From an optimization exercise on the open Yosys and OpenROAD flow, aimed at small area, a short achievable clock period and few clock cycles; shortcuts taken in it are not production practice. In this exercise RTL edits were held to simulation tests only and were not proved equivalent to the original.

`flow/run.sh`:
```
#!/bin/bash
# Own flow: the standard layout (standard.sh, unchanged synthesis) with
# two changes: port buffers are buf_2 instead of the default delay buffer,
# and the timing repair steps improve every path whose slack is below the
# margin, so the paths from the inputs and to the outputs get sized too.
set -o pipefail
export BUFFER_PORTS_ARGS="-buffer_cell sky130_fd_sc_hd__buf_2"
export SETUP_SLACK_MARGIN=174.6
bash standard.sh > standard.log 2>&1
```
`standard.sh`:
```
#!/bin/bash
# synth_recipe.tcl (not shown) runs the flow's synth.tcl, then flattens the netlist and writes it again
# the make line also repeats each setting of config.mk as NAME=value (left out here)
make -C /OpenROAD-flow-scripts/flow DESIGN_CONFIG=/design/flow/config.mk WORK_HOME=/design/flow/orfs CLKGATE_MAP_FILE= SYNTH_SCRIPT=/design/flow/synth_recipe.tcl "${@:-finish}"
```
`config.mk`:
```
export PLATFORM = sky130hd
export DESIGN_NAME = raster_top
export DESIGN_NICKNAME = raster_top
export VERILOG_FILES = /design/flow/design.v
export SDC_FILE = /design/flow/constraint.sdc
export NUM_CORES = 8
export LEC_CHECK = 0
export ABC_AREA = 1
export ABC_CLOCK_PERIOD_IN_PS = 40000
export CAP_MARGIN = 20
export CELL_PAD_IN_SITES_DETAIL_PLACEMENT = 0
export CELL_PAD_IN_SITES_GLOBAL_PLACEMENT = 0
export CORE_MARGIN = 2
export CORE_UTILIZATION = 35
export CTS_CLUSTER_DIAMETER = 150
export CTS_CLUSTER_SIZE = 20
export GPL_ROUTABILITY_DRIVEN = 1
export SLEW_MARGIN = 20
```
`constraint.sdc`:
```
create_clock -name core_clock -period 220.0 [get_ports {clk_i}]
set_input_delay 44.0000 -clock core_clock [delete_from_list [all_inputs] [get_ports {clk_i}]]
set_output_delay 44.0000 -clock core_clock [all_outputs]
set_load 0.01 [all_outputs]
```
`design.v`:
```
package raster_pkg;
    typedef logic signed [32-1:0] fix_t;
    typedef logic [$clog2(320 > 240 ? 320 : 240)-1:0] coord_t;
    typedef logic [$clog2(8 + 1)-1:0] count_t;
    typedef logic [6-1:0] addr_t;
    localparam fix_t FIX_ONE = fix_t'(1) <<< 16;
    localparam addr_t REG_CTRL     = 6'h00;
    localparam addr_t REG_STATUS   = 6'h04;
    localparam addr_t REG_V0X      = 6'h08;
    localparam addr_t REG_V0Y      = 6'h0C;
    localparam addr_t REG_V1X      = 6'h10;
    localparam addr_t REG_V1Y      = 6'h14;
    localparam addr_t REG_V2X      = 6'h18;
    localparam addr_t REG_V2Y      = 6'h1C;
    localparam addr_t REG_FRAG_POS = 6'h20;
    localparam addr_t REG_FRAG_L0  = 6'h24;
    localparam addr_t REG_FRAG_L1  = 6'h28;
    localparam addr_t REG_FRAG_L2  = 6'h2C;
    localparam addr_t REG_FRAG_POP = 6'h30;
endpackage
`timescale 1ns/1ps
module raster_top (
    input  logic                clk_i,
    input  logic                nrst_i,
    input  raster_pkg::addr_t   s_awaddr_i,
    input  logic                s_awvalid_i,
    output logic                s_awready_o,
    input  logic [31:0]         s_wdata_i,
    input  logic                s_wvalid_i,
    output logic                s_wready_o,
    output logic                s_bvalid_o,
    input  logic                s_bready_i,
    input  raster_pkg::addr_t   s_araddr_i,
    input  logic                s_arvalid_i,
    output logic                s_arready_o,
    output logic [31:0]         s_rdata_o,
    output logic                s_rvalid_o,
    input  logic                s_rready_i
);
    function automatic logic [47:0] rca48(input logic [47:0] a, input logic [47:0] b, input logic ci);
        logic c;
        c = ci;
        for (int i = 0; i < 48; i++) begin
            rca48[i] = a[i] ^ b[i] ^ c;
            c = (a[i] & b[i]) | (a[i] & c) | (b[i] & c);
        end
    endfunction
    function automatic logic [32:0] rca33(input logic [32:0] a, input logic [32:0] b, input logic ci);
        logic c;
        c = ci;
        for (int i = 0; i < 33; i++) begin
            rca33[i] = a[i] ^ b[i] ^ c;
            c = (a[i] & b[i]) | (a[i] & c) | (b[i] & c);
        end
    endfunction
    function automatic logic [31:0] rca32(input logic [31:0] a, input logic [31:0] b, input logic ci);
        logic c;
        c = ci;
        for (int i = 0; i < 32; i++) begin
            rca32[i] = a[i] ^ b[i] ^ c;
            c = (a[i] & b[i]) | (a[i] & c) | (b[i] & c);
        end
    endfunction
    function automatic logic [16:0] rca17(input logic [16:0] a, input logic [16:0] b, input logic ci);
        logic c;
        c = ci;
        for (int i = 0; i < 17; i++) begin
            rca17[i] = a[i] ^ b[i] ^ c;
            c = (a[i] & b[i]) | (a[i] & c) | (b[i] & c);
        end
    endfunction
    function automatic logic slt16(input logic [15:0] a, input logic [15:0] b);
        logic [16:0] d;
        d = rca17({a[15], a}, ~{b[15], b}, 1'b1);
        slt16 = d[16];
    endfunction
    localparam logic [31:0] ONE = 32'h0001_0000;
    logic [31:0] vx0, vy0, vx1, vy1, vx2, vy2;
    logic        bvalid_q, rvalid_q, rpend_q;
    logic [2:0]  rpaddr_q;
    logic [31:0] rdata_q;
    logic        start_q, pop_q, vwr_q;
    logic        busy_q, culled_q, fast_q, fresh_q, cdone_q, cullr_q;
    logic        walk_q, tval_q, krdy_q, tdrdy_q;
    logic [3:0]  cnt_q, skip_q;
    logic        headv_q;
    logic [5:0]  pcnt_q;
    logic        cpv_q;           
    logic [8:0]  cx_q, cy_q;
    logic [17:0] pp_q;            
    logic        ppv_q;
    logic [2:0]  qrp_q, nq_q;     
    logic [8:0]  sx_q, sy_q, hx_q, hy_q;
    logic [47:0] t0_q, t1_q, td1_q;
    logic [37:0] k1_q, k3_q;
    logic [42:0] td0_q;
    logic [31:0] hl0_q, hl1_q;
    localparam logic [4:0] Q_IDLE = 5'd0,  Q_DET1 = 5'd1,  Q_DET2 = 5'd2,  Q_CCHK = 5'd3,
                           Q_S1   = 5'd4,  Q_S2   = 5'd5,  Q_S3   = 5'd6,  Q_SCHK = 5'd7,
                           Q_E0A  = 5'd8,  Q_E0B  = 5'd9,  Q_E1A  = 5'd10, Q_E1B  = 5'd11,
                           Q_WAITR = 5'd12, Q_T0P = 5'd13, Q_T1P  = 5'd14, Q_K1P  = 5'd15,
                           Q_K3P  = 5'd16, Q_D0A  = 5'd17, Q_D0B  = 5'd18, Q_TD0P = 5'd19,
                           Q_D1A  = 5'd20, Q_D1B  = 5'd21, Q_TD1P = 5'd22, Q_DONE = 5'd23,
                           Q_POS  = 5'd24;
    logic [4:0]  seq_q;
    logic        rc_q;           
    logic        first_q;        
    logic [1:0]  chunk_q;
    logic [47:0] acc_q;
    localparam logic [1:0] D_IDLE = 2'd0, D_ITER = 2'd1, D_RDY = 2'd3;
    logic [1:0]  dst_q;
    logic [31:0] r_q;       
    logic [5:0]  dcnt_q;
    logic        dsign_q;
    logic [15:0] ix0, ix1, ix2, iy0, iy1, iy2;
    logic [15:0] ixmin, ixmax, iymin, iymax;
    logic        lx01, lx02, lx12, ly01, ly02, ly12;
    logic [8:0]  bx0, bx1, by0, by1;
    logic [16:0] xspan, yspan;
    logic        fast_c, inrange;
    assign ix0 = vx0[31:16]; assign ix1 = vx1[31:16]; assign ix2 = vx2[31:16];
    assign iy0 = vy0[31:16]; assign iy1 = vy1[31:16]; assign iy2 = vy2[31:16];
    assign lx01 = slt16(ix0, ix1); assign lx02 = slt16(ix0, ix2); assign lx12 = slt16(ix1, ix2);
    assign ly01 = slt16(iy0, iy1); assign ly02 = slt16(iy0, iy2); assign ly12 = slt16(iy1, iy2);
    assign ixmin = lx01 ? (lx02 ? ix0 : ix2) : (lx12 ? ix1 : ix2);
    assign ixmax = lx01 ? (lx12 ? ix2 : ix1) : (lx02 ? ix2 : ix0);
    assign iymin = ly01 ? (ly02 ? iy0 : iy2) : (ly12 ? iy1 : iy2);
    assign iymax = ly01 ? (ly12 ? iy2 : iy1) : (ly02 ? iy2 : iy0);
    function automatic logic [8:0] clampi(input logic [15:0] v, input logic [8:0] lm1);
        if (v[15]) clampi = 9'd0;
        else if (v > {7'd0, lm1}) clampi = lm1;
        else clampi = v[8:0];
    endfunction
    assign bx0 = clampi(ixmin, 9'd319);
    assign bx1 = clampi(ixmax, 9'd319);
    assign by0 = clampi(iymin, 9'd239);
    assign by1 = clampi(iymax, 9'd239);
    assign xspan = rca17({ixmax[15], ixmax}, ~{ixmin[15], ixmin}, 1'b1);
    assign yspan = rca17({iymax[15], iymax}, ~{iymin[15], iymin}, 1'b1);
    assign fast_c = (xspan < 17'd32) && (yspan < 17'd32) && !ixmax[15] && !iymax[15]
                    && (ixmin[15] || ixmin < 16'd320) && (iymin[15] || iymin < 16'd240);
    assign inrange = (vx0[31] == vx0[30]) && (vy0[31] == vy0[30]) && (vx1[31] == vx1[30])
                     && (vy1[31] == vy1[30]) && (vx2[31] == vx2[30]) && (vy2[31] == vy2[30]);
    logic        prod;           
    logic [3:0]  asel, bsel;
    logic [2:0]  vsel;
    logic [31:0] opa, opb;
    logic [47:0] opv;
    always_comb begin
        prod = 1'b1;
        asel = 4'd0; bsel = 4'd0; vsel = 3'd0;
        case (seq_q)
            Q_DET1: begin asel = 4'd0; bsel = 4'd0; vsel = 3'd0; end   
            Q_DET2: begin asel = 4'd1; bsel = 4'd1; vsel = 3'd4; end   
            Q_S1:   begin asel = 4'd3; bsel = 4'd4; vsel = 3'd0; end   
            Q_S2:   begin asel = 4'd4; bsel = 4'd5; vsel = 3'd4; end   
            Q_S3:   begin asel = 4'd1; bsel = 4'd6; vsel = 3'd4; end   
            Q_E0A:  begin asel = 4'd0; bsel = 4'd2; vsel = 3'd0; end   
            Q_E0B:  begin asel = 4'd1; bsel = 4'd3; vsel = 3'd4; end   
            Q_E1A:  begin asel = 4'd2; bsel = 4'd2; vsel = 3'd0; end   
            Q_E1B:  begin asel = 4'd3; bsel = 4'd3; vsel = 3'd4; end   
            Q_T0P:  begin asel = 4'd5; bsel = 4'd7; vsel = 3'd0; end   
            Q_T1P:  begin asel = 4'd6; bsel = 4'd7; vsel = 3'd0; end   
            Q_K1P:  begin asel = 4'd0; bsel = 4'd7; vsel = 3'd0; end   
            Q_K3P:  begin asel = 4'd2; bsel = 4'd7; vsel = 3'd0; end   
            Q_D0A:  begin asel = 4'd1; bsel = 4'd9; vsel = 3'd0; end   
            Q_D0B:  begin asel = 4'd0; bsel = 4'd8; vsel = 3'd4; end   
            Q_TD0P: begin asel = 4'd7; bsel = 4'd7; vsel = 3'd0; end   
            Q_D1A:  begin asel = 4'd3; bsel = 4'd9; vsel = 3'd0; end   
            Q_D1B:  begin asel = 4'd2; bsel = 4'd8; vsel = 3'd4; end   
            Q_TD1P: begin asel = 4'd8; bsel = 4'd7; vsel = 3'd0; end   
            Q_POS:  begin asel = 4'd9; bsel = wslot[0] ? 4'd10 : 4'd9; vsel = 3'd0; end   
            default: prod = 1'b0;
        endcase
    end
    logic [31:0] ap, aq;
    always_comb begin
        ap = vy1; aq = vy2;
        case (asel)
            4'd0: begin ap = vy1; aq = vy2; end    
            4'd1: begin ap = vx2; aq = vx1; end    
            4'd2: begin ap = vy2; aq = vy0; end    
            4'd3: begin ap = vx0; aq = vx2; end    
            4'd4: begin ap = vx1; aq = vx0; end    
            default: ;
        endcase
    end
    logic [31:0] adiff;
    assign adiff = rca32(ap, ~aq, 1'b1);
    always_comb begin
        case (asel)
            4'd5: opa = t0_q[47:16];
            4'd6: opa = t1_q[47:16];
            4'd7: opa = td0_q[31:0];
            4'd8: opa = td1_q[31:0];
            4'd9: opa = {14'd0, pp_q};
            default: opa = adiff;
        endcase
    end
    logic [31:0] bp, bq;
    logic        bsub;
    always_comb begin
        bp = vx0; bq = vx2; bsub = 1'b1;
        case (bsel)
            4'd0: begin bp = vx0; bq = vx2; bsub = 1'b1; end
            4'd1: begin bp = vy0; bq = vy2; bsub = 1'b1; end
            4'd2: begin bp = {7'd0, sx_q, 16'd0}; bq = vx2; bsub = 1'b1; end
            4'd3: begin bp = {7'd0, sy_q, 16'd0}; bq = vy2; bsub = 1'b1; end
            4'd4: begin bp = vy0; bq = vy2; bsub = 1'b0; end
            4'd5: begin bp = vy1; bq = vy0; bsub = 1'b0; end
            4'd6: begin bp = vy2; bq = vy1; bsub = 1'b0; end
            default: ;
        endcase
    end
    logic [31:0] bsum;
    logic [9:0]  bwd;
    assign bsum = rca32(bp, bsub ? ~bq : bq, bsub);
    assign bwd = {1'b0, bx0} - {1'b0, bx1};
    always_comb begin
        case (bsel)
            4'd7: opb = r_q;
            4'd8: opb = {{22{bwd[9]}}, bwd};
            4'd9: opb = 32'd1;
            4'd10: opb = 32'h0004_0000;
            default: opb = bsum;
        endcase
    end
    always_comb begin
        opv = (vsel != 3'd0) ? td1_q : 48'd0;
    end
    logic        nz1, nz2, nz3;
    logic [1:0]  hib, cur;
    logic [8:0]  win;
    logic        last;
    assign nz1 = !((opb[15:7] == 9'h000) || (opb[15:7] == 9'h1FF));
    assign nz2 = !((opb[23:15] == 9'h000) || (opb[23:15] == 9'h1FF));
    assign nz3 = !((opb[31:23] == 9'h000) || (opb[31:23] == 9'h1FF));
    assign hib = nz3 ? 2'd3 : nz2 ? 2'd2 : nz1 ? 2'd1 : 2'd0;
    assign cur = first_q ? hib : chunk_q;
    always_comb begin
        case (cur)
            2'd0: win = {opb[7:0], 1'b0};
            2'd1: win = opb[15:7];
            2'd2: win = opb[23:15];
            default: win = opb[31:23];
        endcase
    end
    assign last = (cur == 2'd0);
    function automatic logic [34:0] brow(input logic [31:0] a, input logic [2:0] w, input logic flip);
        logic one, two, neg;
        logic [33:0] mag;
        one = w[0] ^ w[1];
        two = (w[2] & !w[1] & !w[0]) | (!w[2] & w[1] & w[0]);
        neg = (w[2] & !(w[1] & w[0])) ^ flip;
        mag = one ? {{2{a[31]}}, a} : two ? {a[31], a, 1'b0} : 34'd0;
        brow = {neg, mag ^ {34{neg}}};
    endfunction
    logic rflip;
    assign rflip = (bsel == 4'd7) && dsign_q && (r_q != 32'h8000_0000);
    logic [34:0] br0, br1, br2, br3;
    logic [3:0]  negs;
    logic [47:0] rows0, r1, r2, r3;
    assign br0 = brow(opa, win[2:0], rflip);
    assign br1 = brow(opa, win[4:2], rflip);
    assign br2 = brow(opa, win[6:4], rflip);
    assign br3 = brow(opa, win[8:6], rflip);
    assign negs = {br3[34], br2[34], br1[34], br0[34]};
    assign rows0 = {br0[33] ? 15'h7FAB : 15'h7FAC, br0[32:0]};
    assign r1 = {12'd0, !br1[33], br1[32:0], 1'b0, negs[0]};
    assign r2 = {10'd0, !br2[33], br2[32:0], 1'b0, negs[1], 2'd0};
    assign r3 = {8'd0, !br3[33], br3[32:0], 1'b0, negs[2], 4'd0};
    logic [47:0] ash, vadd;
    assign ash = first_q ? {40'd0, 1'b0, negs[3], 6'd0} : {acc_q[39:0], 1'b0, negs[3], 6'd0};
    assign vadd = last ? opv : 48'd0;
    logic [47:0] s1a, c1a, s1b, c1b, s2, c2, s3, c3, acc_n;
    always_comb begin
        s1a = rows0 ^ r1 ^ r2;
        c1a = ((rows0 & r1) | (rows0 & r2) | (r1 & r2)) << 1;
        s1b = r3 ^ ash ^ vadd;
        c1b = ((r3 & ash) | (r3 & vadd) | (ash & vadd)) << 1;
        s2 = s1a ^ c1a ^ s1b;
        c2 = ((s1a & c1a) | (s1a & s1b) | (c1a & s1b)) << 1;
        s3 = s2 ^ c2 ^ c1b;
        c3 = ((s2 & c2) | (s2 & c1b) | (c2 & c1b)) << 1;
    end
    assign acc_n = rca48(s3, c3, 1'b0);
    logic pdone;                 
    assign pdone = prod && last;
    logic [47:0] acc_tr;         
    assign acc_tr = {acc_n[47:16], 16'd0};
    logic [31:0] det;
    assign det = acc_q[47:16];
    logic [32:0] dx, dy, ddiff;
    always_comb begin
        dx = {1'b0, k3_q[31:0]}; dy = {1'b0, k1_q[31:0]};
        if (seq_q == Q_CCHK) begin dx = 33'd0; dy = {det[31], det}; end
    end
    assign ddiff = rca33(dx, ~dy, 1'b1);
    logic [31:0] adet;
    assign adet = det[31] ? ddiff[31:0] : det;
    logic [4:0]  dp;
    logic [15:0] h16; logic [7:0] h8; logic [3:0] h4; logic [1:0] h2;
    assign dp[4] = |adet[31:16]; assign h16 = dp[4] ? adet[31:16] : adet[15:0];
    assign dp[3] = |h16[15:8];   assign h8 = dp[3] ? h16[15:8] : h16[7:0];
    assign dp[2] = |h8[7:4];     assign h4 = dp[2] ? h8[7:4] : h8[3:0];
    assign dp[1] = |h4[3:2];     assign h2 = dp[1] ? h4[3:2] : h4[1:0];
    assign dp[0] = h2[1];
    logic        dpw2;
    assign dpw2 = (adet == (32'd1 << dp));
    logic amb, cull_fast;
    assign amb = (det == 32'h0000_0000) || (det == 32'hFFFF_FFFF) || (det == 32'hFFFF_FFFE)
                 || (det == 32'hFFFF_FFFD) || (det == 32'h8000_0000) || (det == 32'h7FFF_FFFF)
                 || (det == 32'h7FFF_FFFE) || (det == 32'h7FFF_FFFD);
    assign cull_fast = !ddiff[31];
    logic [31:0] l0, l1, l2;
    logic        cov, at_xend, at_end, evalp, move_ok, isnew, full, proc, park, adv, inc;
    logic [3:0]  cnt_e, cnt_n, skip_d;
    logic        hv_e, cap_h, rewind;
    logic [4:0]  rel, rel_n;
    assign l0 = t0_q[47:16];
    assign l1 = t1_q[47:16];
    assign l2 = rca32(l0, l1, 1'b0);
    assign cov = !l0[31] && !l1[31] && (l2[31] ? ((l2[30:17] != 14'd0) || (l2[16] && (l2[15:0] != 16'd0)))
                                               : ((l2[30:17] == 14'd0) && (!l2[16] || (l2[15:0] == 16'd0))));
    assign at_xend = (sx_q == bx1);
    assign at_end = at_xend && (sy_q == by1);
    assign evalp = walk_q && tval_q && (krdy_q || !fast_q);
    assign move_ok = at_end || !fast_q || !at_xend || tdrdy_q;
    assign cnt_e = cnt_q - {3'd0, pop_q};
    assign hv_e = headv_q && !pop_q;
    assign isnew = cov && (skip_q == 4'd0);
    assign full = isnew && (cnt_e == 4'd8);
    assign rel = {1'b0, cnt_e} - {1'b0, skip_q};
    assign proc = evalp && !full;
    assign park = cov && (rel == 5'd1) && hv_e && (pcnt_q != 6'd63);
    assign adv = proc && !park && move_ok;
    assign inc = proc && isnew;
    assign cap_h = proc && cov && (rel == 5'd0) && !hv_e;
    assign cnt_n = cnt_e + {3'd0, inc};
    assign skip_d = skip_q + {3'd0, inc} - {3'd0, adv && cov};
    assign rel_n = {1'b0, cnt_n} - {1'b0, skip_d};
    logic        push, at_c, rw_fast, rw_slow, qtake, pcancel;
    logic [2:0]  wslot, qnext;
    logic [3:0]  wsum;
    logic [17:0] qold;
    assign push = !fast_q && inc && (rel != 5'd0) && (rel != 5'd1);
    assign at_c = proc && cov && (rel == 5'd1);
    assign wsum = {1'b0, qrp_q} + {1'b0, nq_q};
    assign wslot = (wsum >= 4'd6) ? wsum[2:0] - 3'd6 : wsum[2:0];
    assign qnext = (qrp_q == 3'd5) ? 3'd0 : qrp_q + 3'd1;
    always_comb begin
        case (qrp_q)
            3'd0: qold = k1_q[17:0];
            3'd1: qold = k1_q[35:18];
            3'd2: qold = k3_q[17:0];
            3'd3: qold = k3_q[35:18];
            3'd4: qold = td0_q[17:0];
            default: qold = td0_q[35:18];
        endcase
    end
    assign qtake = pop_q && !fast_q && (nq_q != 3'd0);                
    assign pcancel = pop_q && !fast_q && (nq_q == 3'd0) && ppv_q;      
    assign rw_fast = fast_q && pop_q && headv_q && !cap_h && !rel_n[4] && (rel_n != 5'd0);
    assign rw_slow = !fast_q && pop_q && !cap_h && (cnt_n != 4'd0);
    assign rewind = rw_fast || rw_slow;
    logic        tstep;
    logic [47:0] t0_step, t1_step;
    assign tstep = adv && !at_end && fast_q;
    assign t0_step = rca48(t0_q, !tstep ? 48'd0 : at_xend ? {{5{td0_q[42]}}, td0_q} : {{10{k1_q[37]}}, k1_q}, 1'b0);
    assign t1_step = rca48(t1_q, !tstep ? 48'd0 : at_xend ? td1_q : {{10{k3_q[37]}}, k3_q}, 1'b0);
    logic wr, rd;
    logic [31:0] rmux, fmux;
    logic [3:0]  ra;
    logic arbsy_q, awrdy_q, arrdy_q;
    assign s_awready_o = awrdy_q;
    assign s_wready_o = awrdy_q;
    assign s_arready_o = arrdy_q;
    assign s_bvalid_o = bvalid_q;
    assign s_rvalid_o = rvalid_q;
    assign s_rdata_o = rdata_q;
    assign wr = s_awvalid_i && s_wvalid_i && awrdy_q;
    assign rd = s_arvalid_i && arrdy_q;
    logic [31:0] hl2;
    assign hl2 = rca32(~hl0_q, ~hl1_q, 1'b1) + 32'h0001_0001;
    logic [31:0] pos;
    assign pos = {(cnt_q != 4'd0), 6'd0, hy_q, 7'd0, hx_q};
    always_comb begin
        case (rpaddr_q)
            3'd2: fmux = vx0;
            3'd3: fmux = vy0;
            3'd4: fmux = vx1;
            3'd5: fmux = vy1;
            3'd6: fmux = vx2;
            default: fmux = vy2;
        endcase
    end
    assign ra = s_araddr_i[5:2];
    always_comb begin
        if (ra[3]) begin
            if (ra[2]) rmux = 32'd0;
            else case (ra[1:0])
                2'd0: rmux = pos;
                2'd1: rmux = hl0_q;
                2'd2: rmux = hl1_q;
                default: rmux = hl2;
            endcase
        end else rmux = (ra[2:0] == 3'd1) ? {20'd0, cnt_q, 6'd0, culled_q, busy_q} : 32'd0;
    end
    logic rslow, hw_d;
    assign rslow = !ra[3] && (ra[2] || ra[1]);
    assign hw_d = (cnt_n != 4'd0) && !(cap_h || (headv_q && !pop_q));
    always_ff @(posedge clk_i or negedge nrst_i) begin
        if (!nrst_i) begin
            bvalid_q <= 1'b0;
            rvalid_q <= 1'b0;
            arbsy_q <= 1'b0;
            awrdy_q <= 1'b0;
            arrdy_q <= 1'b0;
            rpend_q <= 1'b0;
            start_q <= 1'b0;
            pop_q <= 1'b0;
            vwr_q <= 1'b0;
        end else begin
            if (wr) bvalid_q <= 1'b1;
            else if (s_bready_i) bvalid_q <= 1'b0;
            awrdy_q <= !(wr || (bvalid_q && !s_bready_i));
            arrdy_q <= !(rd || hw_d || (arbsy_q && !(!rpend_q && rvalid_q && s_rready_i)));
            start_q <= wr && (s_awaddr_i[5:2] == 4'd0) && s_wdata_i[0];
            pop_q <= wr && (s_awaddr_i[5:2] == 4'd12) && (cnt_q != 4'd0);
            vwr_q <= wr && !s_awaddr_i[5] && (s_awaddr_i[4] || s_awaddr_i[3]);
            if (rd) begin
                arbsy_q <= 1'b1;
                if (rslow) rpend_q <= 1'b1;
                else rvalid_q <= 1'b1;
            end else if (rpend_q) begin
                rpend_q <= 1'b0;
                rvalid_q <= 1'b1;
            end else if (rvalid_q && s_rready_i) begin
                rvalid_q <= 1'b0;
                arbsy_q <= 1'b0;
            end
        end
    end
    always_ff @(posedge clk_i) begin
        if (!arbsy_q) begin
            rdata_q <= rmux;
            rpaddr_q <= ra[2:0];
        end else if (rpend_q) rdata_q <= fmux;
        if (wr) begin
            case (s_awaddr_i[5:2])
                4'd2: vx0 <= s_wdata_i;
                4'd3: vy0 <= s_wdata_i;
                4'd4: vx1 <= s_wdata_i;
                4'd5: vy1 <= s_wdata_i;
                4'd6: vx2 <= s_wdata_i;
                4'd7: vy2 <= s_wdata_i;
                default: ;
            endcase
        end
    end
    logic go, restart, cull_now, cull_ev, rrdy;
    assign rrdy = (dst_q == D_RDY) || (dst_q == D_ITER && dcnt_q == 6'd1);
    assign go = start_q && !busy_q;
    assign restart = vwr_q || (go && !fresh_q);
    assign cull_ev = ((seq_q == Q_CCHK) && inrange && !amb) || (seq_q == Q_SCHK);
    assign cull_now = (seq_q == Q_CCHK) ? cull_fast : !acc_q[47];
    always_ff @(posedge clk_i or negedge nrst_i) begin
        if (!nrst_i) begin
            busy_q <= 1'b0;
            culled_q <= 1'b0;
            fast_q <= 1'b0;
            fresh_q <= 1'b0;
            cdone_q <= 1'b0;
            cullr_q <= 1'b0;
            walk_q <= 1'b0;
            tval_q <= 1'b0;
            krdy_q <= 1'b0;
            tdrdy_q <= 1'b0;
            cnt_q <= 4'd0;
            skip_q <= 4'd0;
            headv_q <= 1'b0;
            pcnt_q <= 6'd0;
            cpv_q <= 1'b0;
            ppv_q <= 1'b0;
            qrp_q <= 3'd0;
            nq_q <= 3'd0;
            seq_q <= Q_IDLE;
            rc_q <= 1'b0;
            first_q <= 1'b1;
            chunk_q <= 2'd0;
            dst_q <= D_IDLE;
        end else begin
            if (prod) begin
                if (last) first_q <= 1'b1;
                else begin
                    first_q <= 1'b0;
                    chunk_q <= cur - 2'd1;
                end
            end
            case (seq_q)
                Q_DET2: if (pdone) seq_q <= Q_CCHK;
                Q_CCHK: begin
                    if (!inrange || amb) seq_q <= Q_S1;
                    else seq_q <= cull_fast ? Q_IDLE : Q_E0A;
                    if (adet[31:16] == 16'd0) fast_q <= 1'b0;
                end
                Q_S3: if (pdone) seq_q <= Q_SCHK;
                Q_SCHK: seq_q <= cull_now ? Q_IDLE : Q_E0A;
                Q_E1B: if (pdone) seq_q <= (rrdy || rc_q) ? Q_T0P : Q_WAITR;
                Q_WAITR: if (rrdy) seq_q <= Q_T0P;
                Q_T1P: if (pdone) begin
                    tval_q <= 1'b1;
                    seq_q <= !fast_q ? Q_DONE : rc_q ? Q_D1A : Q_K1P;
                end
                Q_K3P: if (pdone) begin
                    krdy_q <= 1'b1;
                    seq_q <= Q_D0A;
                end
                Q_TD1P: if (pdone) begin
                    tdrdy_q <= 1'b1;
                    seq_q <= Q_DONE;
                end
                Q_POS: if (pdone) seq_q <= Q_DONE;
                Q_DONE: if (ppv_q && !pcancel) seq_q <= Q_POS;
                else if (walk_q && !tval_q && !rewind) begin
                    seq_q <= Q_E0A;
                    rc_q <= 1'b1;
                    if (fast_q) tdrdy_q <= 1'b0;
                end
                Q_IDLE: ;
                default: if (pdone) seq_q <= seq_q + 5'd1;
            endcase
            if ((rewind && rc_q && seq_q != Q_IDLE && seq_q != Q_POS) || (pcancel && seq_q == Q_POS)) begin
                seq_q <= Q_DONE;
                first_q <= 1'b1;
            end
            if (cull_ev) begin
                cdone_q <= 1'b1;
                cullr_q <= cull_now;
            end
            case (dst_q)
                D_IDLE: if (seq_q == Q_CCHK) dst_q <= (det == 32'd0) ? D_RDY : D_ITER;
                D_ITER: if (dcnt_q == 6'd1) dst_q <= D_RDY;
                default: ;
            endcase
            cnt_q <= cnt_n;
            if (cap_h) headv_q <= 1'b1;
            else if (pop_q) headv_q <= 1'b0;
            if (evalp && park) begin
                if (pcnt_q != 6'd63) pcnt_q <= pcnt_q + 6'd1;
            end else pcnt_q <= 6'd0;
            if (at_c) cpv_q <= 1'b1;
            else if (pop_q) cpv_q <= qtake || pcancel;
            if (push) ppv_q <= 1'b1;
            else if (pcancel || (seq_q == Q_POS && pdone)) ppv_q <= 1'b0;
            if (qtake) qrp_q <= qnext;
            if (qtake && !(seq_q == Q_POS && pdone)) nq_q <= nq_q - 3'd1;
            else if (!qtake && seq_q == Q_POS && pdone) nq_q <= nq_q + 3'd1;
            if (rewind) begin
                skip_q <= cpv_q ? cnt_n : cnt_n + 4'd1;
                walk_q <= 1'b1;
                tval_q <= 1'b0;        
            end else begin
                skip_q <= skip_d;
                if (adv) begin
                    if (at_end) begin
                        walk_q <= 1'b0;
                        if (skip_d == 4'd0) busy_q <= 1'b0;
                    end else if (!fast_q) tval_q <= 1'b0;
                end
            end
            if (busy_q && cull_ev && cull_now) begin
                busy_q <= 1'b0;
                culled_q <= 1'b1;
                walk_q <= 1'b0;
            end
            if (restart) begin
                seq_q <= Q_DET1;
                rc_q <= 1'b0;
                first_q <= 1'b1;
                dst_q <= D_IDLE;
                tval_q <= 1'b0;
                krdy_q <= 1'b0;
                tdrdy_q <= 1'b0;
                cdone_q <= 1'b0;
                fast_q <= fast_c;
                fresh_q <= 1'b1;
                walk_q <= 1'b0;
            end
            if (go) begin
                fresh_q <= 1'b0;
                cnt_q <= 4'd0;
                skip_q <= 4'd0;
                cpv_q <= 1'b0;
                ppv_q <= 1'b0;
                qrp_q <= 3'd0;
                nq_q <= 3'd0;
                headv_q <= 1'b0;
                if (fresh_q && ((cdone_q && cullr_q) || (cull_ev && cull_now))) begin
                    busy_q <= 1'b0;
                    culled_q <= 1'b1;
                    walk_q <= 1'b0;
                end else begin
                    busy_q <= 1'b1;
                    culled_q <= 1'b0;
                    walk_q <= 1'b1;
                end
            end
        end
    end
    always_ff @(posedge clk_i) begin
        acc_q <= acc_n;         
        t0_q <= (pdone && (seq_q == Q_E0B || seq_q == Q_T0P)) ? acc_n : t0_step;
        t1_q <= (pdone && (seq_q == Q_E1B || seq_q == Q_T1P)) ? acc_n : t1_step;
    end
    always_ff @(posedge clk_i) begin
        if (restart) begin
            sx_q <= bx0;
            sy_q <= by0;
        end else begin
            if (at_c) begin
                cx_q <= sx_q;
                cy_q <= sy_q;
            end else if (qtake) begin
                cx_q <= qold[17:9];
                cy_q <= qold[8:0];
            end else if (pcancel) begin
                cx_q <= pp_q[17:9];
                cy_q <= pp_q[8:0];
            end
            if (push) pp_q <= {sx_q, sy_q};
            if (seq_q == Q_POS && pdone) begin
                case (wslot)
                    3'd0: k1_q[17:0] <= acc_n[17:0];
                    3'd1: k1_q[35:18] <= acc_n[35:18];
                    3'd2: k3_q[17:0] <= acc_n[17:0];
                    3'd3: k3_q[35:18] <= acc_n[35:18];
                    3'd4: td0_q[17:0] <= acc_n[17:0];
                    default: td0_q[35:18] <= acc_n[35:18];
                endcase
            end
            if (rewind) begin
                sx_q <= cpv_q ? cx_q : hx_q;
                sy_q <= cpv_q ? cy_q : hy_q;
            end else begin
                if (adv && !at_end) begin
                    if (at_xend) begin
                        sx_q <= bx0;
                        sy_q <= sy_q + 9'd1;
                    end else sx_q <= sx_q + 9'd1;
                end
            end
            if (pdone) begin
                case (seq_q)
                    Q_DET1, Q_S1, Q_S2, Q_E0A, Q_E1A: td1_q <= acc_tr;
                    Q_D0A, Q_D1A, Q_D1B, Q_TD1P: td1_q <= acc_n;
                    Q_D0B, Q_TD0P: td0_q <= acc_n[42:0];
                    Q_K1P: k1_q <= acc_n[37:0];
                    Q_K3P: k3_q <= acc_n[37:0];
                    default: ;
                endcase
            end
            if (cap_h) begin
                hx_q <= sx_q; hy_q <= sy_q;
                hl0_q <= l0; hl1_q <= l1;
            end
            if (seq_q == Q_CCHK) begin
                k1_q[31:0] <= adet;
                k3_q[31:0] <= dpw2 ? 32'd0 : 32'd2 << dp;
                dcnt_q <= 6'd32 - {1'b0, dp};
                dsign_q <= det[31];
                r_q <= {31'd0, dpw2};
            end else if (dst_q == D_ITER) begin
                k3_q[31:0] <= (ddiff[32] ? k3_q[31:0] : ddiff[31:0]) << 1;
                r_q <= {r_q[30:0], !ddiff[32]};
                dcnt_q <= dcnt_q - 6'd1;
            end
        end
    end
endmodule
```
==> impl_metrics.json <==
{
  "postSynthCellCount": 7299,
  "busiest_layer": "met2",
  "routedWlPerCell_um": 28.4,
  "port_buffers": 83,
  "viasPerCell": 5.93,
  "track_usage_pct": 29.6,
  "synth_seq_area_share_pct": 34.9,
  "cp_top_family": "compound AO/OA/AOI/OAI gates",
  "fp.dieW_um": 421,
  "max_stage_delay_ns": 0.43,
  "yosys_warnings": 1,
  "start_util_pct": 35.1,
  "ys_ff_latch": 766,
  "placementRows": 153,
  "first_pass_iters": 10,
  "async_reset_ff_share_pct": 6.92,
  "fill_cells": 17800,
  "drc": 0,
  "fmax_ghz": 0.0220,
  "hold_class": "reg2reg",
  "synth_enable_flop_cells": 569,
  "rsz0062_at_grt": "true",
  "cts.clk_slew.worst_paths_ns": 0.08,
  "critPathBufInv": 2,
  "setup_viol": 0,
  "hpwl_mm": 207,
  "finClkSkew_ns": 0.0485,
  "synth_cell_types": 81,
  "cts_tree": "yes",
  "cts.sinks": 766,
  "synth_nets": 7898,
  "wirelength_mm": 271,
  "antenna_found_initial": 23,
  "clk_latency_ns": 0.73,
  "area_growth_pct": 7.23,
  "drt_first_iter_violations": 7886,
  "core_um2": 173000,
  "finalCriticalPeriod_ns": 45.38,
  "met2_usage_pct": 43.9,
  "use_met3_pct": 6.97,
  "die-area_um2": 177000,
  "critPathKind": "in2reg",
  "cts_root_buffer": "clkbuf_16",
  "grt_max_degree": 96,
  "grt_pass1_wl_mm": 386,
  "hold_viol_final": 0,
  "dp.cells": 9460,
  "drv_cap": 0,
  "cp_cell_sequence": "buf_2, nand2_2, clkinv_2, a221o_1, a32o_1",
  "max-clock-path-buffers": 3,
  "first_global_vias": 52700,
  "nets": 7785,
  "fin_area_um2": 65300,
  "fin_tns_setup_ns": 0,
  "grt-ovfl-total": 0,
  "tightest_slew_ns": 1.21,
  "met1_usage_pct": 39.5,
  "syn_area_um2": 60900,
  "cts_buffers": 44,
  "end_kind": "register",
  "dr_total_vias": 56600,
  "drive_gt1_share_pct": 6.20,
  "slew_headroom_pct": 19.2,
  "gp_congestion": 1.07,
  "instances_no_fill": 9547,
  "drv_slew": 0,
  "die_y_um": 421,
  "ios": 88,
  "cp.required_ns": 220.44,
  "fin_crit_sh_pct": 20.6,
  "final_common_cell": "nand2_1",
  "critPathLaunchType": "input port",
  "htree_levels": 2,
  "worstPathArrival_ns": 45.82,
  "placed_area_um2": 64000,
  "outcome": "finished clean",
  "slowest_stage": "clkinv_2",
  "postSynthAreaPerCell_um2": 8.35,
  "postRouteAntennaNets": 0,
  "final_cell_mix": "nand2_1 (1271), inv_1 (1086), o21ai_0 (735), edfxtp_1 (569), nor2_1 (488)",
  "worst-path-max-fanout": 26,
  "synth_flop_cell": "edfxtp_1"
}
-- per-stage QoR --
stage	setup WS [ns]	hold WS (ns)	util, %
after global routing	174.52	0.499	37.7
after CTS	174.61	0.473	37.6
final	174.62	0.466	37.7
after detailed placement	173.72	0.462	36.9
after floorplan	174.23	0.432	-
after global placement	173.40	0.449	36.9
-- kinds of logic (layout without fill, tap and decap cells) --
group	after synthesis	in the layout	synth area share, %
AO/OA/AOI/OAI	1955	1955	19.5
XOR/XNOR	228	228	3.33
adder cells (fa/ha/maj)	548	548	16.8
buffers and inverters	1524	1438	9.65
flip-flops	766	766	34.9
multiplexers	2	2	0.0349
other	0	8	0
AND/OR/NAND/NOR	2276	2277	15.7
-- layout make-up --
class / count / area (µm²) / area share (%)
multi-input cells: 5010 / 34000 / 52.1
flip-flops and latches: 766 / 21300 / 32.6
inverters: 1135 / 4290 / 6.56
well taps: 2325 / 2910 / 4.45
repair buffers: 229 / 1510 / 2.32
clock buffers: 70 / 1220 / 1.87
clock inverters: 4 / 63.8 / 0.0977
diodes: 8 / 20.0 / 0.0306
-- worst paths after layout --
check                      depth (start not counted)  slack (ns)          start          end
setup / recovery                                   5      174.62  s_araddr_i[2]  rdata_q[25]
hold reg to reg                                    1        0.47      pcnt_q[0]    pcnt_q[0]
hold / removal                                     1        0.47      pcnt_q[0]    pcnt_q[0]
min in group asynchronous                          2       43.48         nrst_i     dst_q[0]
setup reg to reg                                 136      177.88       seq_q[2]     t1_q[47]
max in group asynchronous                          2      175.92         nrst_i      awrdy_q
-- cell usage after synthesis (45+ instances only) --
library cell / count / area share (%)
edfxtp_1: 569 / 28
a221oi_1: 98 / 1.4
nor2_1: 496 / 3.1
clkbuf_1: 298 / 1.8
nand2_1: 1277 / 7.9
fa_1: 454 / 15
o21ai_0: 736 / 6.0
a21oi_1: 259 / 2.1
nor3_1: 58 / 0.48
nand4_1: 67 / 0.69
inv_1: 1092 / 6.7
o221ai_1: 48 / 0.69
a211oi_1: 76 / 0.94
buf_2: 45 / 0.37
o211ai_1: 146 / 1.8
dfrtp_1: 52 / 2.1
o21ai_1: 104 / 0.85
xor2_1: 205 / 2.9
ha_1: 94 / 1.9
o22ai_1: 281 / 2.9
dfxtp_1: 144 / 4.7
nand3_1: 250 / 2.1
-- layer usage --
layer	share of wire, %	up-vias
met5	0.049	-
met1	39	27600
met2	43	3682
li1	-	24600
met3	11	707
met4	7.0	20
-- what timing repair did --
item	in CTS	in global routing
gates resized for setup	1	1
cloned	1	0
buffers inserted	0	3
hold buffers	0	0
pin swaps	1	1
setup endpoints to repair	17	8
-- sequential cells by signal, summed over array words and instances (netlist names), 18 cells and up --
register / count
vx1: 32
vy0: 32
vx2: 32
r_q: 32
t0_q: 48
td0_q: 43
acc_q: 48
vy1: 32
hl1_q: 32
t1_q: 48
hl0_q: 32
vx0: 32
vy2: 32
pp_q: 18
rdata_q: 32
td1_q: 48
k3_q: 38
k1_q: 38
Testbench counts, summed over its fixed seeds: cycles 33,452.

## separate check: timing with driven ports
Ports are ideal in the flow. The routed layout listed here was re-timed in OpenROAD. Step 1 assumes that a clkbuf_16 drives the clock port and a buf_2 every other input. Step 2 adds t to the input delays and takes it off the output delays; t is the mean of the earliest and latest rising clock arrival at the registers after step 1. Input paths then give back, and output paths get back, about the clock's delay inside the block. Slacks: no drivers / after step 1 / after step 2; pairs: no drivers / after step 1.
t, ns: 0.788
slack for setup (ns): 174.618 / 174.655 / 173.877
worst setup path after step 2: input to register
cell pins on the clock port's net: 1
After both steps setup and hold are still met in this run. The setup slack of this run moves by +0.037 ns with the drivers and by -0.741 ns with both steps.
